What follows belongs to an exercise in optimizing a design on an open flow for small area; a production flow would make more cautious choices.
Function was checked by simulation only, so behaviour that the tests miss may differ from the original.
No activity file was given, so power comes from the tool's default toggle rates.

==> design.v <==
package bpu_pkg;
  localparam logic [1:0] CTR_SNT = 2'b00;
  localparam logic [1:0] CTR_WNT = 2'b01;
  localparam logic [1:0] CTR_WT  = 2'b10;
  localparam logic [1:0] CTR_ST  = 2'b11;
  function automatic logic [9:0] fold_tag(input logic [24:0] hi);
    fold_tag = '0;
    for (int i = 0; i < 25; i++) begin
      fold_tag[i % 10] = fold_tag[i % 10] ^ hi[i];
    end
  endfunction
  function automatic logic [1:0] ctr_next(input logic [1:0] ctr, input logic taken);
    if (taken) ctr_next = (ctr == CTR_ST)  ? CTR_ST  : ctr + 2'b01;
    else       ctr_next = (ctr == CTR_SNT) ? CTR_SNT : ctr - 2'b01;
  endfunction
endpackage
module ubtb_way_sel (
  input  logic [2:0] i_st,
  output logic [3:0] o_valid,
  output logic [2:0] o_st_next
);
  assign o_valid[0] = i_st[2] | i_st[1] | i_st[0];
  assign o_valid[1] = i_st[2] | i_st[1];
  assign o_valid[2] = i_st[2] | (i_st[1] & i_st[0]);
  assign o_valid[3] = i_st[2];
  assign o_st_next = {i_st[2] | (i_st[1] & i_st[0]), i_st[1] ^ i_st[0], ~i_st[0]};
endmodule
module ubtb_bit (
  input  logic i_clk,
  input  logic i_we,
  input  logic i_keep,
  input  logic i_d,
  output logic o_q
);
  logic r_q;
  always_ff @(posedge i_clk) begin
    r_q <= (i_we & i_d) | (i_keep & r_q);
  end
  assign o_q = r_q;
endmodule
module ubtb_sa #(
  parameter int MXLEN   = 32,
  parameter int SETS    = 16,
  parameter int WAYS    = 4,
  parameter int FETCH_W = 2,
  parameter int TAG_LEN = 10
) (
  input  logic                       i_clk,
  input  logic                       i_rstn,
  input  logic                       i_lkp_valid,
  input  logic [MXLEN-1:0]           i_lkp_pc,
  output logic                       o_pred_valid,
  output logic                       o_pred_hit,
  output logic                       o_pred_taken,
  output logic [$clog2(FETCH_W)-1:0] o_pred_slot,
  output logic [MXLEN-1:0]           o_pred_target,
  input  logic                       i_upd_valid,
  input  logic [MXLEN-1:0]           i_upd_pc,
  input  logic                       i_upd_taken,
  input  logic [MXLEN-1:0]           i_upd_target,
  input  logic                       i_flush
);
  localparam int NE = SETS * WAYS;
  logic [NE-1:0][TAG_LEN-1:0] r_tag;
  logic [NE-1:0]              r_slot;
  logic [NE-1:0][MXLEN-1:0]   r_tgt;
  logic [NE-1:0][1:0]         r_ctr;
  logic [SETS-1:0][2:0]       r_st;
  logic       w_l_slot, w_u_slot;
  logic [3:0] w_l_idx,  w_u_idx;
  logic [9:0] w_l_tag,  w_u_tag;
  assign w_l_slot = i_lkp_pc[2];
  assign w_l_idx  = i_lkp_pc[6:3];
  assign w_l_tag  = bpu_pkg::fold_tag(i_lkp_pc[31:7]);
  assign w_u_slot = i_upd_pc[2];
  assign w_u_idx  = i_upd_pc[6:3];
  assign w_u_tag  = bpu_pkg::fold_tag(i_upd_pc[31:7]);
  logic [SETS-1:0] w_l_sdec, w_u_sdec;
  always_comb begin
    for (int s = 0; s < SETS; s++) begin
      w_l_sdec[s] = (w_l_idx == 4'(s));
      w_u_sdec[s] = (w_u_idx == 4'(s));
    end
  end
  logic [WAYS-1:0]              w_l_v, w_l_s, w_l_c;
  logic [WAYS-1:0][TAG_LEN-1:0] w_l_t;
  logic [2:0]                   w_l_st, w_l_st_next_unused;
  always_comb begin
    w_l_s = '0; w_l_c = '0; w_l_t = '0; w_l_st = '0;
    for (int s = 0; s < SETS; s++) begin
      w_l_st = w_l_st | ({3{w_l_sdec[s]}} & r_st[s]);
      for (int w = 0; w < WAYS; w++) begin
        w_l_s[w] = w_l_s[w] | (w_l_sdec[s] & r_slot[s*WAYS+w]);
        w_l_c[w] = w_l_c[w] | (w_l_sdec[s] & r_ctr[s*WAYS+w][1]);
        w_l_t[w] = w_l_t[w] | ({TAG_LEN{w_l_sdec[s]}} & r_tag[s*WAYS+w]);
      end
    end
  end
  ubtb_way_sel u_l_st (
    .i_st      (w_l_st),
    .o_valid   (w_l_v),
    .o_st_next (w_l_st_next_unused)
  );
  logic [WAYS-1:0] w_l_qual, w_l_tk, w_l_sel;
  logic            w_l_hit, w_l_taken, w_l_tk0;
  always_comb begin
    for (int w = 0; w < WAYS; w++) begin
      w_l_qual[w] = w_l_v[w] & (w_l_t[w] == w_l_tag) & (w_l_s[w] | ~w_l_slot);
      w_l_tk[w]   = w_l_qual[w] & w_l_c[w];
    end
    w_l_hit   = |w_l_qual;
    w_l_taken = |w_l_tk;
    w_l_tk0   = |(w_l_tk & ~w_l_s);
    for (int w = 0; w < WAYS; w++) w_l_sel[w] = w_l_tk[w] & (~w_l_s[w] | ~w_l_tk0);
  end
  logic [MXLEN-1:0] w_l_tgt;
  always_comb begin
    w_l_tgt = '0;
    for (int s = 0; s < SETS; s++) begin
      for (int w = 0; w < WAYS; w++) begin
        w_l_tgt = w_l_tgt | ({MXLEN{w_l_sdec[s] & w_l_sel[w]}} & r_tgt[s*WAYS+w]);
      end
    end
  end
  logic [WAYS-1:0]              w_u_v, w_u_s;
  logic [WAYS-1:0][1:0]         w_u_c;
  logic [WAYS-1:0][TAG_LEN-1:0] w_u_t;
  logic [2:0]                   w_u_st, w_u_st_next;
  always_comb begin
    w_u_s = '0; w_u_c = '0; w_u_t = '0; w_u_st = '0;
    for (int s = 0; s < SETS; s++) begin
      w_u_st = w_u_st | ({3{w_u_sdec[s]}} & r_st[s]);
      for (int w = 0; w < WAYS; w++) begin
        w_u_s[w] = w_u_s[w] | (w_u_sdec[s] & r_slot[s*WAYS+w]);
        w_u_c[w] = w_u_c[w] | ({2{w_u_sdec[s]}} & r_ctr[s*WAYS+w]);
        w_u_t[w] = w_u_t[w] | ({TAG_LEN{w_u_sdec[s]}} & r_tag[s*WAYS+w]);
      end
    end
  end
  ubtb_way_sel u_u_st (
    .i_st      (w_u_st),
    .o_valid   (w_u_v),
    .o_st_next (w_u_st_next)
  );
  logic [WAYS-1:0] w_u_m, w_u_alloc_way, w_pay_way, w_ctr_way;
  logic            w_u_hit;
  logic [1:0]      w_u_cm, w_ctr_wdata;
  always_comb begin
    w_u_cm = '0;
    for (int w = 0; w < WAYS; w++) begin
      w_u_m[w] = w_u_v[w] & (w_u_t[w] == w_u_tag) & (w_u_s[w] == w_u_slot);
      w_u_cm   = w_u_cm | ({2{w_u_m[w]}} & w_u_c[w]);
      w_u_alloc_way[w] = (w_u_st[1:0] == 2'(w));
    end
    w_u_hit = |w_u_m;
    for (int w = 0; w < WAYS; w++) begin
      w_pay_way[w] = i_upd_valid & i_upd_taken & (w_u_hit ? w_u_m[w] : w_u_alloc_way[w]);
      w_ctr_way[w] = i_upd_valid & (w_u_hit ? w_u_m[w] : (i_upd_taken & w_u_alloc_way[w]));
    end
    w_ctr_wdata = w_u_hit ? bpu_pkg::ctr_next(w_u_cm, i_upd_taken) : bpu_pkg::CTR_WT;
  end
  logic [TAG_LEN+MXLEN:0] w_pay_d;
  assign w_pay_d = {w_u_tag, w_u_slot, i_upd_target};
  for (genvar e = 0; e < NE; e++) begin : g_ent
    logic                         w_pay_we, w_ctr_we;
    logic [TAG_LEN+MXLEN:0]       w_pay_q;
    assign w_pay_we = w_u_sdec[e / WAYS] & w_pay_way[e % WAYS];
    assign w_ctr_we = w_u_sdec[e / WAYS] & w_ctr_way[e % WAYS];
    for (genvar b = 0; b < TAG_LEN + 1 + MXLEN; b++) begin : g_pay
      ubtb_bit u_bit (
        .i_clk  (i_clk),
        .i_we   (w_pay_we),
        .i_keep (~w_pay_we),
        .i_d    (w_pay_d[b]),
        .o_q    (w_pay_q[b])
      );
    end
    assign {r_tag[e], r_slot[e], r_tgt[e]} = w_pay_q;
    for (genvar b = 0; b < 2; b++) begin : g_ctr
      ubtb_bit u_bit (
        .i_clk  (i_clk),
        .i_we   (w_ctr_we),
        .i_keep (~w_ctr_we),
        .i_d    (w_ctr_wdata[b]),
        .o_q    (r_ctr[e][b])
      );
    end
  end
  logic w_alloc;
  assign w_alloc = i_upd_valid & i_upd_taken & ~w_u_hit;
  always_ff @(posedge i_clk or negedge i_rstn) begin
    if (!i_rstn) begin
      r_st <= '0;
    end else begin
      for (int s = 0; s < SETS; s++) begin
        if (i_flush)                     r_st[s] <= '0;
        else if (w_alloc & w_u_sdec[s])  r_st[s] <= w_u_st_next;
      end
    end
  end
  logic             r_pred_valid, r_pred_hit, r_pred_taken, r_pred_slot;
  logic [MXLEN-1:0] r_pred_target;
  always_ff @(posedge i_clk or negedge i_rstn) begin
    if (!i_rstn) begin
      r_pred_valid  <= 1'b0;
      r_pred_hit    <= 1'b0;
      r_pred_taken  <= 1'b0;
      r_pred_slot   <= 1'b0;
      r_pred_target <= '0;
    end else begin
      r_pred_valid  <= i_lkp_valid;
      r_pred_hit    <= i_lkp_valid & w_l_hit;
      r_pred_taken  <= i_lkp_valid & w_l_taken;
      r_pred_slot   <= i_lkp_valid & w_l_taken & ~w_l_tk0;
      r_pred_target <= {MXLEN{i_lkp_valid}} & w_l_tgt;
    end
  end
  assign o_pred_valid  = r_pred_valid;
  assign o_pred_hit    = r_pred_hit;
  assign o_pred_taken  = r_pred_taken;
  assign o_pred_slot   = r_pred_slot;
  assign o_pred_target = r_pred_target;
endmodule
==> flow/run.sh <==
#!/bin/bash
# Layout flow: the standard flow, except that ABC maps the combinational logic with an
# area-oriented script (flow/area.abc) instead of ORFS's speed script. Synthesis is otherwise
# the standard flow's own (synth_recipe.tcl: no fsm/share, flatten, rename), so registers are unchanged.
set -euo pipefail
W=$PWD
F=$W/flow

# ORFS's synth.tcl with only the ABC script swapped.
sed 's#log_cmd abc {\*}\$abc_args#log_cmd abc {*}[lreplace $abc_args 1 1 '"$F"'/area.abc]#' \
  "$FLOW_HOME/scripts/synth.tcl" > "$W/area_synth.tcl"
grep -q "area.abc" "$W/area_synth.tcl"
# synth_recipe.tcl, sourcing the modified synth.tcl.
sed 's#source \$::env(SCRIPTS_DIR)/synth.tcl#source '"$W"'/area_synth.tcl#' \
  "$W/synth_recipe.tcl" > "$W/area_synth_recipe.tcl"
grep -q "area_synth.tcl" "$W/area_synth_recipe.tcl"

make -C "$FLOW_HOME" DESIGN_CONFIG="$W/config.mk" WORK_HOME="$W/orfs" CLKGATE_MAP_FILE= \
  SYNTH_SCRIPT="$W/area_synth_recipe.tcl" synth > "$W/synth.log" 2>&1

# The rest of the layout is the standard flow on that netlist.
bash "$W/standard.sh" > "$W/layout.log" 2>&1
==> flow/area.abc <==
&get -n
&st
&syn2
&dch
&nf -a -R 1000 -C 32
&st
&dch
&nf -a -R 1000 -C 32
&put
==> standard.sh <==
#!/bin/bash
# synth_recipe.tcl (not shown) runs the flow's synth.tcl, then flattens the netlist and writes it again
# the make line also repeats each setting of config.mk as NAME=value (left out here)
make -C /OpenROAD-flow-scripts/flow DESIGN_CONFIG=/design/flow/config.mk WORK_HOME=/design/flow/orfs CLKGATE_MAP_FILE= SYNTH_SCRIPT=/design/flow/synth_recipe.tcl "${@:-finish}"
==> config.mk <==
export PLATFORM = sky130hd
export DESIGN_NAME = ubtb_sa
export DESIGN_NICKNAME = ubtb_sa
export VERILOG_FILES = /design/flow/design.v
export SDC_FILE = /design/flow/constraint.sdc
export NUM_CORES = 4
export LEC_CHECK = 0
export CAP_MARGIN = 20
export CORE_MARGIN = 2
export CORE_UTILIZATION = 45
export SLEW_MARGIN = 20
export SYNTH_HIERARCHICAL = 1
==> constraint.sdc <==
create_clock -name core_clock -period 12.0 [get_ports {i_clk}]
set_input_delay 2.4000 -clock core_clock [delete_from_list [all_inputs] [get_ports {i_clk}]]
set_output_delay 2.4000 -clock core_clock [all_outputs]
set_load 0.01 [all_outputs]
==> impl_metrics.yaml, run 1 <==
power:
  p_leak_nw: 48.1
  p_per_area_mw_per_mm2: 174
  power.switching_fraction_pct: 23.5
  worst_ir_drop_vdd_v: 0.000169
  power.combinational.fraction_pct: 5.2
  internal_power_w: 0.0169
  share_seq_of_total_power_pct: 48.5
  pwr-share-clk_pct: 46.2
  power_w: 0.0220
  net-switching-power_w: 0.00517
clock_tree:
  clockBufferDepth: 4
  cts-htree-levels: 5
  cts-buffers-inserted: 326
  post-cts-setup-buffers: 0
  clkSinkCount: 2964
  cts.hold.buffers_added: 0
  cts-resized-gates: 0
  worst_skew_pair.late_latency_ns: 0.97
  cts_root_buf: "clkbuf_16"
  cts.reportedPaths.clkPinSlew_ns: 0.06
  cts_tree: "yes"
yosys:
  mappedNetlistArea_mm2: 0.107
  postSynthCellCount: 9078
  syn_area_per_cell_um2: 11.7
  yosys_warnings: 8
  synth.net_count: 9182
detailed_routing:
  post_drt_via_cell_ratio: 7.49
  drt.antenna.violating_nets: 0
  dr_wl_cell_um: 36.6
  drt-total-wl_um: 489000
  detail_route.first_pass.iterations: 14
  route.vias.total: 100000
  initial_drc_count: 15700
  drcViolationCount: 0
worst_setup_path:
  timing.rr.start: "g_ent[50].g_pay[34].u_bit.r_q"
  setup.worst_path.start_class: "primary input"
  path_class: "in2reg"
  timing.critical_path.mode_cell: "buf_4"
  critPathMaxStageDelay_ns: 0.90
  reg2regPathDepth: 21
  list_of_cells_traversed_by_the_critical_path: "clkdlybuf4s50_1 > nand2b_1 > nor3_4 > buf_4 > a22o_1 > a221oi_1 > o2111ai_1 > a21oi_1 > a2111oi_0 > o2111ai_1 > nor4_1 > o21a_1 > a221oi_1 > buf_4 > o21ai_4 > nor2_2 > buf_4 > a22oi_1 > nand4_1 > nor4_1 > buf_4 > a21boi_0"
  crit_family: "simple AND/OR/NAND/NOR gates"
  r2r_setup_slack_ns: 4.96
  worstPathMaxFanout: 28
  critical_path_arrival_ns: 11.25
  worstSetupEndpointType: "register"
  worst_setup_path_startpoint: "i_lkp_pc[4]"
  cp.buffers_inverters: 5
  cp_required_ns: 12.81
  critical-path-slowest-cell: "nor3_4"
  crit-reg2reg-capture: "r_pred_target[12]"
final_layout:
  synth_to_final_area_change_pct: 18.6
  final_util_pct: 53.7
  fin_nets: 10000
  postLayoutCellArea_mm2: 0.126
  filler_cell_count: 20400
  area_taken_by_flip_flops_and_latches_mm2: 0.0598
  drive_gt1_share_pct: 11.5
  multi_input_comb_area_mm2: 0.0472
sta:
  worst_slew_pin_tran_ns: 1.30
  finalClockSkew_ns: 0.0641
  max_freq_ghz: 0.0958
  setup_total_negative_slack_ns: 0
  rel_slew_slack_pct: 13.2
  report.final.slew_viol_count: 0
  hold_viol: 0
  final_period_utilization_pct: 87.0
  total_setup_violations_reported_at_the_end_of_the_flow: 0
  finalWorstSetupSlack_ns: 1.56
  period_needed_ns: 10.44
  rsz0062_at_grt: "no"
global_route:
  first_global_vias: 95600
  grt_antenna_before_repair: 32
  grtUsageTotal_pct: 38.7
  grt_max_degree: 81
  first_pass_grt_wire_length_um: 694000
  globalRoute.totalOverflow: 0
worst_hold_path:
  beginning_of_the_worst_hold_path: "g_ent[19].g_pay[26].u_bit.r_q"
  hold_path_depth: 1
  hold_path_class: "reg2reg"
  hold_end: "g_ent[19].g_pay[26].u_bit.r_q"
job:
  drv_cap: 0
placed_design:
  dpl_worst_slack_ns: 1.28
  hpwl_um: 276000
  place_congestion: 0.932
  port_buffers: 133
  placedInstanceArea_mm2: 0.116
floorplanning:
  die_w_um: 491
  floorplan.io_pins: 138
  effective_utilization_at_floorplan_pct: 45.3
  dieArea_mm2: 0.241
  die_height_um: 491
  core_area_mm2: 0.235
  row_cnt: 178
status:
  result_of_the_run: "timing/DRC/antenna clean"
==> flip-flops by register name (all words and copies together), names as in the netlist <==
register	cells
g_ent.g_pay.u_bit.r_q	2752
g_ent.g_ctr.u_bit.r_q	128
r_st	48
r_pred_target	32
r_pred_hit	1
r_pred_slot	1
r_pred_taken	1
r_pred_valid	1
==> worst max path at each step <==
stage,to,slack (ns),cells past startpoint
floorplan,g_ent[1].g_pay[0].u_bit.r_q,0.004,16
global route,r_pred_target[12],1.35,22
finish,r_pred_target[12],1.56,22
detailed placement,r_pred_target[18],1.28,22
CTS,r_pred_target[18],2.23,22
global placement,r_pred_target[18],1.36,22
==> cell type report <==
type / instances / share of cell area [%]
multi-input cells: 5969 / 37.3
clock inverters: 93 / 0.928
repair buffers: 527 / 3.36
clock buffers: 469 / 7.54
flip-flops and latches: 2964 / 47.2
diodes: 40 / 0.0791
well taps: 3150 / 3.12
inverters: 141 / 0.425
==> power groups by stage <==
stage          logic (W)  registers (W)  clock network (W)
2_1_floorplan   0.000604         0.0108                  0
3_3_place_gp     0.00107         0.0109                  0
3_5_place_dp     0.00109         0.0109                  0
4_1_cts          0.00110         0.0107             0.0102
5_1_grt          0.00119         0.0107             0.0106
6_report         0.00115         0.0107             0.0102
==> worst register-to-register path, stage by stage, from the launching register on <==
cell and delay, ns:
dfxtp_1 0.34, a222oi_1 0.32, nand3_1 0.12, a2111oi_0 0.92
o22ai_1 0.19, a221o_1 0.31, a2111oi_0 0.34, nand4_1 0.13
nor4_1 0.21, buf_4 0.20, o21a_1 0.22, a22o_1 0.16
a221oi_1 0.05, buf_4 0.25, o21ai_4 0.68, nor2_2 0.39
buf_4 0.35, a22oi_1 0.18, nand4_1 0.34, nor4_1 0.83
buf_4 0.27, a21boi_0 0.09
==> metrics by stage <==
stage	std cells	hold slack, ns
2_1_floorplan	9078	0.438
6_report	13400	0.468
5_1_grt	13300	0.475
3_5_place_dp	12700	0.453
3_3_place_gp	12700	0.452
4_1_cts	13300	0.471
==> cell usage in the layout, fill, tap and decap left out, types with 11 or more instances in the layout <==
cell             count
nor4_1              56
nand4_1            348
nand2_1            291
nand2_2             62
clkdlybuf4s50_1     97
a21boi_0            33
a221oi_1            93
xnor2_1             33
o2111ai_1           30
nand3_1             35
nor2_1              54
a222oi_1           184
nor2_2              41
buf_4              385
a22oi_1           1394
xor2_1              17
diode_2             40
clkbuf_16          332
bufinv_16           25
buf_2               34
inv_2               41
clkinv_2            54
dfrtp_1             84
dfxtp_1           2880
a21oi_1             63
nor4_2              16
clkbuf_1            66
clkinv_1            94
a22o_1            2966
nor2_4              45
clkbuf_8            71
o21ai_0             78
a211oi_1            12
nand2b_1            11
==> metal layers <==
metal / vias up / global-route usage [%] / wire [um]
li1: 40400 / - / -
met1: 49700 / 50.8 / 189000
met2: 7944 / 55.0 / 198000
met3: 1956 / 12.3 / 66700
met4: 12 / 23.9 / 34700
met5: - / 0.377 / 333
==> run 2: changes to the inputs <==
--- a/design.v
+++ b/design.v
@@ -111,7 +111,7 @@
     w_l_hit   = |w_l_qual;
     w_l_taken = |w_l_tk;
     w_l_tk0   = |(w_l_tk & ~w_l_s);
-    for (int w = 0; w < WAYS; w++) w_l_sel[w] = w_l_tk[w] & (~w_l_s[w] | ~w_l_tk0);
+    for (int w = 0; w < WAYS; w++) w_l_sel[w] = i_lkp_valid & w_l_tk[w] & (~w_l_s[w] | ~w_l_tk0);
   end
   logic [MXLEN-1:0] w_l_tgt;
   always_comb begin
@@ -212,7 +212,7 @@
       r_pred_hit    <= i_lkp_valid & w_l_hit;
       r_pred_taken  <= i_lkp_valid & w_l_taken;
       r_pred_slot   <= i_lkp_valid & w_l_taken & ~w_l_tk0;
-      r_pred_target <= {MXLEN{i_lkp_valid}} & w_l_tgt;
+      r_pred_target <= w_l_tgt;
     end
   end
   assign o_pred_valid  = r_pred_valid;
--- a/flow/run.sh
+++ b/flow/run.sh
@@ -1,5 +1,6 @@
 #!/bin/bash
-# Layout flow: the standard flow, except that ABC maps the combinational logic with an
+# Layout flow: the standard flow, except that the clock tree and port buffers are
+# lighter (see below) and that ABC maps the combinational logic with an
 # area-oriented script (flow/area.abc) instead of ORFS's speed script. Synthesis is otherwise
 # the standard flow's own (synth_recipe.tcl: no fsm/share, flatten, rename), so registers are unchanged.
 set -euo pipefail
@@ -18,5 +19,9 @@
 make -C "$FLOW_HOME" DESIGN_CONFIG="$W/config.mk" WORK_HOME="$W/orfs" CLKGATE_MAP_FILE= \
   SYNTH_SCRIPT="$W/area_synth_recipe.tcl" synth > "$W/synth.log" 2>&1
 
-# The rest of the layout is the standard flow on that netlist.
+# The rest of the layout is the standard flow on that netlist, with a lighter clock tree
+# (clkbuf_8/16, larger sink clusters, no dummy balancing loads) and the ports buffered with
+# buf_1 cells.
+export CTS_ARGS="-sink_clustering_enable -repair_clock_nets -dont_use_dummy_load -buf_list {sky130_fd_sc_hd__clkbuf_8 sky130_fd_sc_hd__clkbuf_16} -sink_clustering_size 25 -sink_clustering_max_diameter 60"
+export BUFFER_PORTS_ARGS="-inputs -outputs -buffer_cell sky130_fd_sc_hd__buf_1"
 bash "$W/standard.sh" > "$W/layout.log" 2>&1
--- a/config.mk
+++ b/config.mk
@@ -5,8 +5,9 @@
 export SDC_FILE = /design/flow/constraint.sdc
 export NUM_CORES = 4
 export LEC_CHECK = 0
-export CAP_MARGIN = 20
+export CAP_MARGIN = 5
 export CORE_MARGIN = 2
 export CORE_UTILIZATION = 45
-export SLEW_MARGIN = 20
+export PLACE_DENSITY = 0.5
+export SLEW_MARGIN = 5
 export SYNTH_HIERARCHICAL = 1
==> impl_metrics.yaml, run 2 <==
status:
  result_of_the_run: "timing/DRC/antenna clean"
worst_setup_path:
  path_class: "in2reg"
  cp.buffers_inverters: 5
  list_of_cells_traversed_by_the_critical_path: "buf_1 > nand2b_1 > nor2_4 > buf_4 > a222oi_1 > nand4_1 > nor2_1 > a21boi_0 > o221ai_1 > a2111oi_0 > nand3_1 > nor4_2 > o21a_1 > a221oi_1 > o211ai_1 > buf_4 > nor2_2 > buf_4 > a22oi_1 > nand4_1 > nor4_1 > buf_4 > nand2_1"
  timing.rr.start: "r_st[17]"
  critical_path_arrival_ns: 10.70
  reg2regPathDepth: 20
  cp_required_ns: 12.73
  critPathMaxStageDelay_ns: 0.88
  crit_family: "simple AND/OR/NAND/NOR gates"
  critical-path-slowest-cell: "nor2_4"
  r2r_setup_slack_ns: 5.26
  timing.critical_path.mode_cell: "buf_4"
  setup.worst_path.start_class: "primary input"
  worstPathMaxFanout: 23
  crit-reg2reg-capture: "r_pred_target[12]"
  worstSetupEndpointType: "register"
floorplanning:
  dieArea_mm2: 0.241
  core_area_mm2: 0.235
  row_cnt: 178
  die_height_um: 491
  die_w_um: 491
  floorplan.io_pins: 138
  effective_utilization_at_floorplan_pct: 45.3
detailed_routing:
  drcViolationCount: 0
  route.vias.total: 97400
  initial_drc_count: 15200
  drt-total-wl_um: 510000
  detail_route.first_pass.iterations: 13
  post_drt_via_cell_ratio: 7.54
  dr_wl_cell_um: 39.5
  drt.antenna.violating_nets: 0
global_route:
  globalRoute.totalOverflow: 0
  first_pass_grt_wire_length_um: 712000
  grtUsageTotal_pct: 40.4
  grt_max_degree: 68
  first_global_vias: 92700
  grt_antenna_before_repair: 23
worst_hold_path:
  hold_path_class: "reg2reg"
  hold_end: "g_ent[22].g_pay[26].u_bit.r_q"
  beginning_of_the_worst_hold_path: "g_ent[22].g_pay[26].u_bit.r_q"
  hold_path_depth: 1
sta:
  rsz0062_at_grt: "no"
  max_freq_ghz: 0.100
  finalClockSkew_ns: 0.0962
  worst_hold_slack_ns: 0.469
  report.final.slew_viol_count: 0
  hold_viol: 0
  final_period_utilization_pct: 83.1
  worst_slew_pin_tran_ns: 1.23
  total_setup_violations_reported_at_the_end_of_the_flow: 0
  period_needed_ns: 9.97
  setup_total_negative_slack_ns: 0
  rel_slew_slack_pct: 17.9
  finalWorstSetupSlack_ns: 2.03
placed_design:
  hpwl_um: 294000
  place_congestion: 0.939
  dpl_worst_slack_ns: 1.69
  port_buffers: 133
  placedInstanceArea_mm2: 0.115
final_layout:
  number_of_flip_flops_in_the_largest_register: 2752
  biggestRegsByFlops: "g_ent.g_pay.u_bit.r_q (2752), g_ent.g_ctr.u_bit.r_q (128), r_st (48)"
  postLayoutCellArea_mm2: 0.120
  regMostFlops: "g_ent.g_pay.u_bit.r_q"
  multi_input_comb_area_mm2: 0.0473
  drive_gt1_share_pct: 8.98
  area_taken_by_flip_flops_and_latches_mm2: 0.0598
  layout.cells.most_common: "a22o_1"
  synth_to_final_area_change_pct: 12.8
  highest_count_cells_in_the_layout_ignoring_fill_and_taps: "3020 x a22o_1, 2880 x dfxtp_1, 1367 x a22oi_1"
  filler_cell_count: 20900
  fin_nets: 9864
power:
  p_per_area_mw_per_mm2: 149
  p_leak_nw: 45.5
  worst_ir_drop_vdd_v: 0.000133
job:
  drv_cap: 0
yosys:
  synth.net_count: 9151
  yosys_warnings: 8
  mappedNetlistArea_mm2: 0.107
  postSynthCellCount: 9047
  syn_area_per_cell_um2: 11.8
clock_tree:
  cts.reportedPaths.clkPinSlew_ns: 0.09
  clockBufferDepth: 3
  worst_skew_pair.late_latency_ns: 0.89
  cts_tree: "yes"
  cts.hold.buffers_added: 0
  post-cts-setup-buffers: 0
  clkSinkCount: 2964
  cts-buffers-inserted: 188
  cts_root_buf: "clkbuf_16"
  cts-htree-levels: 4
  cts-resized-gates: 0
-- run 2: where the power goes --
part           switching [W]  internal [W]  total [W]
clock network        0.00336       0.00276    0.00612
logic               0.000704      0.000443    0.00115
registers           0.000328        0.0103     0.0107
total                0.00439        0.0136     0.0179
-- run 2: through the flow --
| stage | cells | total power (W) | util [%] |
|---|---|---|---|
| 6_report | 12900 | 0.0179 | 51.1 |
| 5_1_grt | 12900 | 0.0184 | 51.1 |
| 4_1_cts | 12900 | 0.0179 | 51.0 |
| 3_5_place_dp | 12700 | 0.0120 | 49.0 |
| 3_3_place_gp | 12700 | 0.0119 | 49.0 |
| 2_1_floorplan | 9047 | 0.0114 | - |
-- run 2: metal layers --
layer	wire length [um]	GRT usage, %	vias to the layer above	part of all wire [%]
met3	63000	12.0	1645	12
met2	212000	59.0	7095	42
li1	-	-	39800	-
met5	36	0.0794	-	0.0071
met4	34300	22.8	6	6.7
met1	200000	53.2	48900	39
-- run 2: final cells by class --
class / instances / share of cell area (%)
Sequential cell: 2964 / 49.7
Clock buffer: 188 / 3.91
Multi-Input combinational cell: 5936 / 39.4
Tap cell: 3150 / 3.28
Inverter: 143 / 0.457
Timing Repair Buffer: 527 / 3.25
Antenna cell: 9 / 0.0187
-- run 2: worst max path at each step --
stage / start / end / slack, ns / cells past startpoint
6_report: i_lkp_pc[4] / r_pred_target[12] / 2.03 / 23
5_1_grt: i_lkp_pc[4] / r_pred_target[12] / 2.02 / 23
4_1_cts: i_lkp_pc[6] / r_pred_target[12] / 2.60 / 23
3_5_place_dp: i_lkp_pc[6] / r_pred_target[12] / 1.69 / 23
3_3_place_gp: i_lkp_pc[6] / r_pred_target[12] / 1.72 / 23
2_1_floorplan: i_upd_pc[4] / g_ent[0].g_ctr[1].u_bit.r_q / 0.32 / 13
==> run 3: changes to the inputs <==
--- a/design.v
+++ b/design.v
@@ -37,6 +37,36 @@
     r_q <= (i_we & i_d) | (i_keep & r_q);
   end
   assign o_q = r_q;
+endmodule
+module ubtb_ao3 (
+  input  logic [2:0] i_s,
+  input  logic [2:0] i_d,
+  output logic       o_n
+);
+  assign o_n = ~|(i_s & i_d);
+endmodule
+module ubtb_rd #(
+  parameter int N = 16
+) (
+  input  logic [N-1:0] i_s,
+  input  logic [N-1:0] i_d,
+  output logic         o_y
+);
+  localparam int NG = N / 3;
+  localparam int NR = N - 3 * NG;
+  logic [NG-1:0] w_n;
+  for (genvar g = 0; g < NG; g++) begin : g_ao
+    ubtb_ao3 u_ao3 (
+      .i_s (i_s[3*g +: 3]),
+      .i_d (i_d[3*g +: 3]),
+      .o_n (w_n[g])
+    );
+  end
+  if (NR == 0) begin : g_r0
+    assign o_y = ~&w_n;
+  end else begin : g_rn
+    assign o_y = (~&w_n) | (|(i_s[N-1:3*NG] & i_d[N-1:3*NG]));
+  end
 endmodule
 module ubtb_sa #(
   parameter int MXLEN   = 32,
@@ -85,16 +115,30 @@
   logic [WAYS-1:0]              w_l_v, w_l_s, w_l_c;
   logic [WAYS-1:0][TAG_LEN-1:0] w_l_t;
   logic [2:0]                   w_l_st, w_l_st_next_unused;
-  always_comb begin
-    w_l_s = '0; w_l_c = '0; w_l_t = '0; w_l_st = '0;
-    for (int s = 0; s < SETS; s++) begin
-      w_l_st = w_l_st | ({3{w_l_sdec[s]}} & r_st[s]);
-      for (int w = 0; w < WAYS; w++) begin
-        w_l_s[w] = w_l_s[w] | (w_l_sdec[s] & r_slot[s*WAYS+w]);
-        w_l_c[w] = w_l_c[w] | (w_l_sdec[s] & r_ctr[s*WAYS+w][1]);
-        w_l_t[w] = w_l_t[w] | ({TAG_LEN{w_l_sdec[s]}} & r_tag[s*WAYS+w]);
+  logic [WAYS-1:0][TAG_LEN+1:0] w_l_rd;
+  logic [SETS-1:0][2:0]         w_st_t;
+  always_comb begin
+    for (int s = 0; s < SETS; s++) w_st_t[s] = r_st[s];
+  end
+  for (genvar b = 0; b < 3; b++) begin : g_l_st
+    logic [SETS-1:0] w_d;
+    for (genvar s = 0; s < SETS; s++) begin : g_s
+      assign w_d[s] = w_st_t[s][b];
+    end
+    ubtb_rd #(.N(SETS)) u_rd (.i_s(w_l_sdec), .i_d(w_d), .o_y(w_l_st[b]));
+  end
+  for (genvar w = 0; w < WAYS; w++) begin : g_l_way
+    for (genvar b = 0; b < TAG_LEN + 2; b++) begin : g_b
+      logic [SETS-1:0] w_d;
+      for (genvar s = 0; s < SETS; s++) begin : g_s
+        assign w_d[s] = (b < TAG_LEN) ? r_tag[s*WAYS+w][b % TAG_LEN] :
+                        (b == TAG_LEN) ? r_slot[s*WAYS+w] : r_ctr[s*WAYS+w][1];
       end
-    end
+      ubtb_rd #(.N(SETS)) u_rd (.i_s(w_l_sdec), .i_d(w_d), .o_y(w_l_rd[w][b]));
+    end
+    assign w_l_t[w] = w_l_rd[w][TAG_LEN-1:0];
+    assign w_l_s[w] = w_l_rd[w][TAG_LEN];
+    assign w_l_c[w] = w_l_rd[w][TAG_LEN+1];
   end
   ubtb_way_sel u_l_st (
     .i_st      (w_l_st),
@@ -113,29 +157,44 @@
     w_l_tk0   = |(w_l_tk & ~w_l_s);
     for (int w = 0; w < WAYS; w++) w_l_sel[w] = i_lkp_valid & w_l_tk[w] & (~w_l_s[w] | ~w_l_tk0);
   end
+  logic [NE-1:0]    w_l_esel;
   logic [MXLEN-1:0] w_l_tgt;
   always_comb begin
-    w_l_tgt = '0;
-    for (int s = 0; s < SETS; s++) begin
-      for (int w = 0; w < WAYS; w++) begin
-        w_l_tgt = w_l_tgt | ({MXLEN{w_l_sdec[s] & w_l_sel[w]}} & r_tgt[s*WAYS+w]);
-      end
-    end
+    for (int s = 0; s < SETS; s++)
+      for (int w = 0; w < WAYS; w++)
+        w_l_esel[s*WAYS+w] = w_l_sdec[s] & w_l_sel[w];
+  end
+  for (genvar b = 0; b < MXLEN; b++) begin : g_l_tgt
+    logic [NE-1:0] w_d;
+    for (genvar e = 0; e < NE; e++) begin : g_e
+      assign w_d[e] = r_tgt[e][b];
+    end
+    ubtb_rd #(.N(NE)) u_rd (.i_s(w_l_esel), .i_d(w_d), .o_y(w_l_tgt[b]));
   end
   logic [WAYS-1:0]              w_u_v, w_u_s;
   logic [WAYS-1:0][1:0]         w_u_c;
   logic [WAYS-1:0][TAG_LEN-1:0] w_u_t;
   logic [2:0]                   w_u_st, w_u_st_next;
-  always_comb begin
-    w_u_s = '0; w_u_c = '0; w_u_t = '0; w_u_st = '0;
-    for (int s = 0; s < SETS; s++) begin
-      w_u_st = w_u_st | ({3{w_u_sdec[s]}} & r_st[s]);
-      for (int w = 0; w < WAYS; w++) begin
-        w_u_s[w] = w_u_s[w] | (w_u_sdec[s] & r_slot[s*WAYS+w]);
-        w_u_c[w] = w_u_c[w] | ({2{w_u_sdec[s]}} & r_ctr[s*WAYS+w]);
-        w_u_t[w] = w_u_t[w] | ({TAG_LEN{w_u_sdec[s]}} & r_tag[s*WAYS+w]);
+  logic [WAYS-1:0][TAG_LEN+2:0] w_u_rd;
+  for (genvar b = 0; b < 3; b++) begin : g_u_st
+    logic [SETS-1:0] w_d;
+    for (genvar s = 0; s < SETS; s++) begin : g_s
+      assign w_d[s] = w_st_t[s][b];
+    end
+    ubtb_rd #(.N(SETS)) u_rd (.i_s(w_u_sdec), .i_d(w_d), .o_y(w_u_st[b]));
+  end
+  for (genvar w = 0; w < WAYS; w++) begin : g_u_way
+    for (genvar b = 0; b < TAG_LEN + 3; b++) begin : g_b
+      logic [SETS-1:0] w_d;
+      for (genvar s = 0; s < SETS; s++) begin : g_s
+        assign w_d[s] = (b < TAG_LEN) ? r_tag[s*WAYS+w][b % TAG_LEN] :
+                        (b == TAG_LEN) ? r_slot[s*WAYS+w] : r_ctr[s*WAYS+w][b - TAG_LEN - 1];
       end
-    end
+      ubtb_rd #(.N(SETS)) u_rd (.i_s(w_u_sdec), .i_d(w_d), .o_y(w_u_rd[w][b]));
+    end
+    assign w_u_t[w] = w_u_rd[w][TAG_LEN-1:0];
+    assign w_u_s[w] = w_u_rd[w][TAG_LEN];
+    assign w_u_c[w] = w_u_rd[w][TAG_LEN+2:TAG_LEN+1];
   end
   ubtb_way_sel u_u_st (
     .i_st      (w_u_st),
==> impl_metrics.yaml, run 3 <==
status:
  result_of_the_run: "timing/DRC/antenna clean"
clock_tree:
  clkSinkCount: 2964
  cts_tree: "yes"
  clockBufferDepth: 3
  cts-htree-levels: 4
  cts-resized-gates: 0
  cts.hold.buffers_added: 0
  cts.reportedPaths.clkPinSlew_ns: 0.10
  cts-buffers-inserted: 191
  post-cts-setup-buffers: 0
  worst_skew_pair.late_latency_ns: 0.89
  cts_root_buf: "clkbuf_16"
power:
  internal_power_w: 0.0137
  p_leak_nw: 45.1
  power.combinational.fraction_pct: 6.3
  net-switching-power_w: 0.00440
  p_per_area_mw_per_mm2: 155
  pwr-share-clk_pct: 34.3
  power.switching_fraction_pct: 24.4
  power_w: 0.0180
  share_seq_of_total_power_pct: 59.4
  worst_ir_drop_vdd_v: 0.000144
sta:
  max_freq_ghz: 0.0921
  setup_total_negative_slack_ns: 0
  final_period_utilization_pct: 90.5
  hold_viol: 0
  period_needed_ns: 10.86
  finalClockSkew_ns: 0.0848
  rsz0062_at_grt: "no"
  total_setup_violations_reported_at_the_end_of_the_flow: 0
  report.final.slew_viol_count: 0
  rel_slew_slack_pct: 14.3
  worst_slew_pin_tran_ns: 1.29
  finalWorstSetupSlack_ns: 1.14
final_layout:
  highest_count_cells_in_the_layout_ignoring_fill_and_taps: "2880 x a22o_1, 2880 x dfxtp_1, 1204 x a222oi_1"
  drive_gt1_share_pct: 9.03
  fin_nets: 9247
  number_of_flip_flops_in_the_largest_register: 2752
  filler_cell_count: 20100
  regMostFlops: "g_ent.g_pay.u_bit.r_q"
  synth_to_final_area_change_pct: 12.1
  layout.cells.non_filler: 12200
  final_util_pct: 50.7
  biggestRegsByFlops: "g_ent.g_pay.u_bit.r_q (2752), g_ent.g_ctr.u_bit.r_q (128), r_st (48)"
global_route:
  grt_antenna_before_repair: 18
  first_global_vias: 88500
  globalRoute.totalOverflow: 0
  first_pass_grt_wire_length_um: 668000
  grtUsageTotal_pct: 38.4
  grt_max_degree: 65
detailed_routing:
  detail_route.first_pass.iterations: 14
  drcViolationCount: 0
  dr_wl_cell_um: 39.0
  drt.antenna.violating_nets: 0
  post_drt_via_cell_ratio: 7.67
  drt-total-wl_um: 475000
  initial_drc_count: 17000
  route.vias.total: 93500
placed_design:
  dpl_worst_slack_ns: 0.865
  place_congestion: 0.940
  port_buffers: 133
  hpwl_um: 282000
  post-place-cells: 12000
worst_setup_path:
  worstSetupEndpointType: "register"
  cp_required_ns: 12.69
  critical_path_arrival_ns: 11.55
  worstPathMaxFanout: 23
  worst_setup_path_startpoint: "i_lkp_pc[4]"
  timing.rr.start: "g_ent[39].g_pay[41].u_bit.r_q"
  path_class: "in2reg"
  setup.worst_path.start_class: "primary input"
floorplanning:
  dieArea_mm2: 0.235
  floorplan.io_pins: 138
  core_area_mm2: 0.230
  row_cnt: 176
  die_w_um: 485
  effective_utilization_at_floorplan_pct: 45.2
  die_height_um: 485
yosys:
  mappedNetlistArea_mm2: 0.104
  syn_area_per_cell_um2: 12.3
  postSynthCellCount: 8463
  synth.net_count: 8567
  yosys_warnings: 8
worst_hold_path:
  beginning_of_the_worst_hold_path: "g_ent[61].g_ctr[0].u_bit.r_q"
  hold_path_class: "reg2reg"
job:
  drv_cap: 0
==> run 3: final cells by class <==
type                    instances  area (um^2)  share of cell area (%)
diodes                         10         25.0                  0.0214
clock buffers                 191         4780                    4.09
inverters                     180          683                   0.585
multi-input cells            5315        44400                    38.0
flip-flops and latches       2964        59800                    51.2
well taps                    3026         3790                    3.24
repair buffers                491         3350                    2.87
==> run 3: metrics by stage <==
step,cell area (um^2),hold WS [ns]
after detailed placement,112000,0.451
after floorplan,104000,0.437
final,117000,0.470
after global routing,117000,0.480
after global placement,112000,0.450
after CTS,117000,0.467
==> run 3: critical path: stages <==
cell and delay [ns]:
buf_1 0.22, nor2_1 0.15, nand2_1 0.59, clkinv_1 0.87, buf_4 0.50, a222oi_1 0.31, nand2_1 0.33, a21oi_1 0.31
nand4_1 0.22, a21oi_1 0.20, nand4_1 0.15, a2111oi_0 0.36, and4_1 0.37, nand2_1 0.12, o22ai_1 0.18, a221oi_1 0.14
o211ai_1 0.21, buf_4 0.66, nor2_4 0.23, buf_4 0.33, a222oi_1 0.36, nand4_1 0.78, nor4_1 1.09, buf_4 0.24
nand2_1 0.12
==> run 3: power by group through the flow <==
| stage | Combinational, W | Sequential (W) | Clock (W) |
|---|---|---|---|
| 2_1_floorplan | 0.000630 | 0.0108 | 0 |
| 3_3_place_gp | 0.00107 | 0.0109 | 0 |
| 3_5_place_dp | 0.00110 | 0.0109 | 0 |
| 4_1_cts | 0.00111 | 0.0107 | 0.00623 |
| 5_1_grt | 0.00119 | 0.0108 | 0.00658 |
| 6_report | 0.00114 | 0.0107 | 0.00619 |
==> run 3: path summary, 6_finish.rpt <==
path | to | slack (ns) | cells past startpoint
hold / removal | g_ent[61].g_ctr[0].u_bit.r_q | 0.47 | 1
hold reg to reg | g_ent[61].g_ctr[0].u_bit.r_q | 0.47 | 1
setup reg to reg | r_pred_target[6] | 4.28 | 19
setup / recovery | r_pred_target[6] | 1.14 | 25
max in group asynchronous | r_pred_target[10] | 8.99 | 2
min in group asynchronous | r_st[18] | 1.69 | 1
==> run 3: layer usage <==
metal / vias up / GRT usage (%) / routed length (um)
li1: 38500 / - / -
met1: 47100 / 52.4 / 190000
met2: 6712 / 56.2 / 200000
met3: 1116 / 10.1 / 59300
met4: 6 / 18.7 / 25300
met5: - / 0 / 31
==> run 4: changes to the inputs <==
--- a/flow/run.sh
+++ b/flow/run.sh
@@ -20,8 +20,8 @@
   SYNTH_SCRIPT="$W/area_synth_recipe.tcl" synth > "$W/synth.log" 2>&1
 
 # The rest of the layout is the standard flow on that netlist, with a lighter clock tree
-# (clkbuf_8/16, larger sink clusters, no dummy balancing loads) and the ports buffered with
+# (clkbuf_16 only, larger sink clusters, no dummy balancing loads) and the ports buffered with
 # buf_1 cells.
-export CTS_ARGS="-sink_clustering_enable -repair_clock_nets -dont_use_dummy_load -buf_list {sky130_fd_sc_hd__clkbuf_8 sky130_fd_sc_hd__clkbuf_16} -sink_clustering_size 25 -sink_clustering_max_diameter 60"
+export CTS_ARGS="-sink_clustering_enable -repair_clock_nets -dont_use_dummy_load -buf_list {sky130_fd_sc_hd__clkbuf_16} -sink_clustering_size 25 -sink_clustering_max_diameter 80 -sink_clustering_levels 1"
 export BUFFER_PORTS_ARGS="-inputs -outputs -buffer_cell sky130_fd_sc_hd__buf_1"
 bash "$W/standard.sh" > "$W/layout.log" 2>&1
==> impl_metrics.yaml, run 4 <==
sta:
  hold_viol: 0
  setup_total_negative_slack_ns: 0
  period_needed_ns: 10.73
  max_freq_ghz: 0.0932
  report.final.slew_viol_count: 0
  rsz0062_at_grt: "no"
  final_period_utilization_pct: 89.4
  finalClockSkew_ns: 0.0586
  worst_slew_pin_tran_ns: 1.29
  total_setup_violations_reported_at_the_end_of_the_flow: 0
  rel_slew_slack_pct: 14.2
clock_tree:
  worst_skew_pair.late_latency_ns: 0.85
  cts-resized-gates: 0
  cts.hold.buffers_added: 0
  cts_root_buf: "clkbuf_16"
  cts.reportedPaths.clkPinSlew_ns: 0.09
  clockBufferDepth: 3
  cts_tree: "yes"
  post-cts-setup-buffers: 0
  clkSinkCount: 2964
  cts-htree-levels: 4
  cts-buffers-inserted: 148
worst_setup_path:
  r2r_setup_slack_ns: 4.38
  worstPathMaxFanout: 23
  reg2regPathDepth: 19
  timing.critical_path.mode_cell: "nand2_1"
  cp_required_ns: 12.63
  setup.worst_path.start_class: "primary input"
  timing.rr.start: "g_ent[39].g_pay[41].u_bit.r_q"
  path_class: "in2reg"
  worstSetupEndpointType: "register"
  critPathMaxStageDelay_ns: 1.04
  crit-reg2reg-capture: "r_pred_target[6]"
  critical-path-slowest-cell: "nor4_1"
  critical_path_arrival_ns: 11.36
power:
  worst_ir_drop_vdd_v: 0.000115
  p_leak_nw: 44.5
  p_per_area_mw_per_mm2: 150
placed_design:
  place_congestion: 0.940
  post-place-cells: 12000
  hpwl_um: 282000
  port_buffers: 133
detailed_routing:
  route.vias.total: 93200
  post_drt_via_cell_ratio: 7.68
  drt.antenna.violating_nets: 0
  initial_drc_count: 17300
  detail_route.first_pass.iterations: 14
  drcViolationCount: 0
  dr_wl_cell_um: 39.1
  drt-total-wl_um: 474000
floorplanning:
  die_height_um: 485
  floorplan.io_pins: 138
  row_cnt: 176
  dieArea_mm2: 0.235
  effective_utilization_at_floorplan_pct: 45.2
  core_area_mm2: 0.230
  die_w_um: 485
final_layout:
  layout.cells.non_filler: 12100
  highest_count_cells_in_the_layout_ignoring_fill_and_taps: "2880 x a22o_1, 2880 x dfxtp_1, 1204 x a222oi_1"
  filler_cell_count: 20100
  regMostFlops: "g_ent.g_pay.u_bit.r_q"
  biggestRegsByFlops: "g_ent.g_pay.u_bit.r_q (2752), g_ent.g_ctr.u_bit.r_q (128), r_st (48)"
  number_of_flip_flops_in_the_largest_register: 2752
  synth_to_final_area_change_pct: 11.1
  final_util_pct: 50.3
  drive_gt1_share_pct: 8.60
  fin_nets: 9204
global_route:
  first_pass_grt_wire_length_um: 667000
  first_global_vias: 88100
  grt_max_degree: 65
  grtUsageTotal_pct: 38.3
  globalRoute.totalOverflow: 0
  grt_antenna_before_repair: 21
yosys:
  postSynthCellCount: 8463
  yosys_warnings: 8
  syn_area_per_cell_um2: 12.3
  mappedNetlistArea_mm2: 0.104
  synth.net_count: 8567
job:
  drv_cap: 0
worst_hold_path:
  hold_path_depth: 1
  hold_end: "g_ent[39].g_pay[20].u_bit.r_q"
  beginning_of_the_worst_hold_path: "g_ent[39].g_pay[20].u_bit.r_q"
  hold_path_class: "reg2reg"
status:
  result_of_the_run: "timing/DRC/antenna clean"
==> run 4: area by class of cell <==
type	count	area, um^2	area share, %
repair buffers	491	3350	2.89
clock buffers	148	3700	3.20
diodes	8	20.0	0.0173
inverters	180	683	0.591
flip-flops and latches	2964	59800	51.7
multi-input cells	5315	44400	38.4
well taps	3026	3790	3.27
==> run 4: routing by layer <==
layer | part of all wire, % | wire length, um | vias to the layer above | global-route usage (%)
li1 | - | - | 38300 | -
met1 | 41 | 193000 | 47200 | 52.8
met2 | 42 | 200000 | 6535 | 56.3
met3 | 12 | 56800 | 1057 | 9.45
met4 | 5.2 | 24800 | 10 | 18.1
met5 | 0.014 | 65 | - | 0
==> run 4: critical path: cells and delay by family <==
| kind | cells | cell delay, ns |
|---|---|---|
| AO/OA/AOI/OAI | 10 | 2.98 |
| buffers and inverters | 5 | 2.30 |
| AND/OR/NAND/NOR | 10 | 3.59 |
==> run 4: how the worst max path moves through the flow <==
stage            startpoint                          end
2_1_floorplan  i_upd_pc[26]  g_ent[0].g_ctr[0].u_bit.r_q
3_3_place_gp    i_lkp_pc[4]             r_pred_target[6]
3_5_place_dp    i_lkp_pc[4]             r_pred_target[6]
4_1_cts         i_lkp_pc[4]             r_pred_target[6]
5_1_grt         i_lkp_pc[4]             r_pred_target[6]
6_report        i_lkp_pc[4]             r_pred_target[6]
==> run 4: where the power goes <==
group | total [W] | switching, W | internal [W]
clock network | 0.00544 | 0.00323 | 0.00221
logic | 0.00114 | 0.000676 | 0.000460
registers | 0.0107 | 0.000340 | 0.0104
==> run 4: per-stage QoR <==
stage	total power, W	hold WS (ns)	setup slack [ns]	area [um^2]
global route	0.0178	0.486	1.05	116000
finish	0.0173	0.475	1.27	116000
floorplan	0.0115	0.437	1.69	104000
global placement	0.0120	0.450	0.843	112000
detailed placement	0.0120	0.451	0.865	112000
CTS	0.0173	0.478	1.76	116000

## what the ideal ports hide
No port has a modelled driver above. Below, the same layouts with a new extraction and two added sets of constraints.
Step 1, drivers: a clkbuf_16 drives i_clk and a buf_2 each remaining input, both assumed.
Step 2 also shifts input and output timing later by t, the mid clock arrival at the registers, as if the neighbouring blocks saw the same clock.
a / b / c = ideal ports / drivers / drivers and shift; a / b = the first two.
run	t (ns)	setup slack, ns	worst setup path after step 2
run 1	1.030	1.559 / 1.561 / 0.531	input to register
run 2	0.930	2.029 / 1.938 / 1.008	input to register
run 3	0.943	1.143 / 1.070 / 0.128	input to register
run 4	0.919	1.273 / 1.221 / 0.302	input to register
After both steps every run listed still meets setup and hold. For run 1, which loses most, drivers alone change the setup slack by +0.002 ns; drivers and shift together by -1.028 ns.
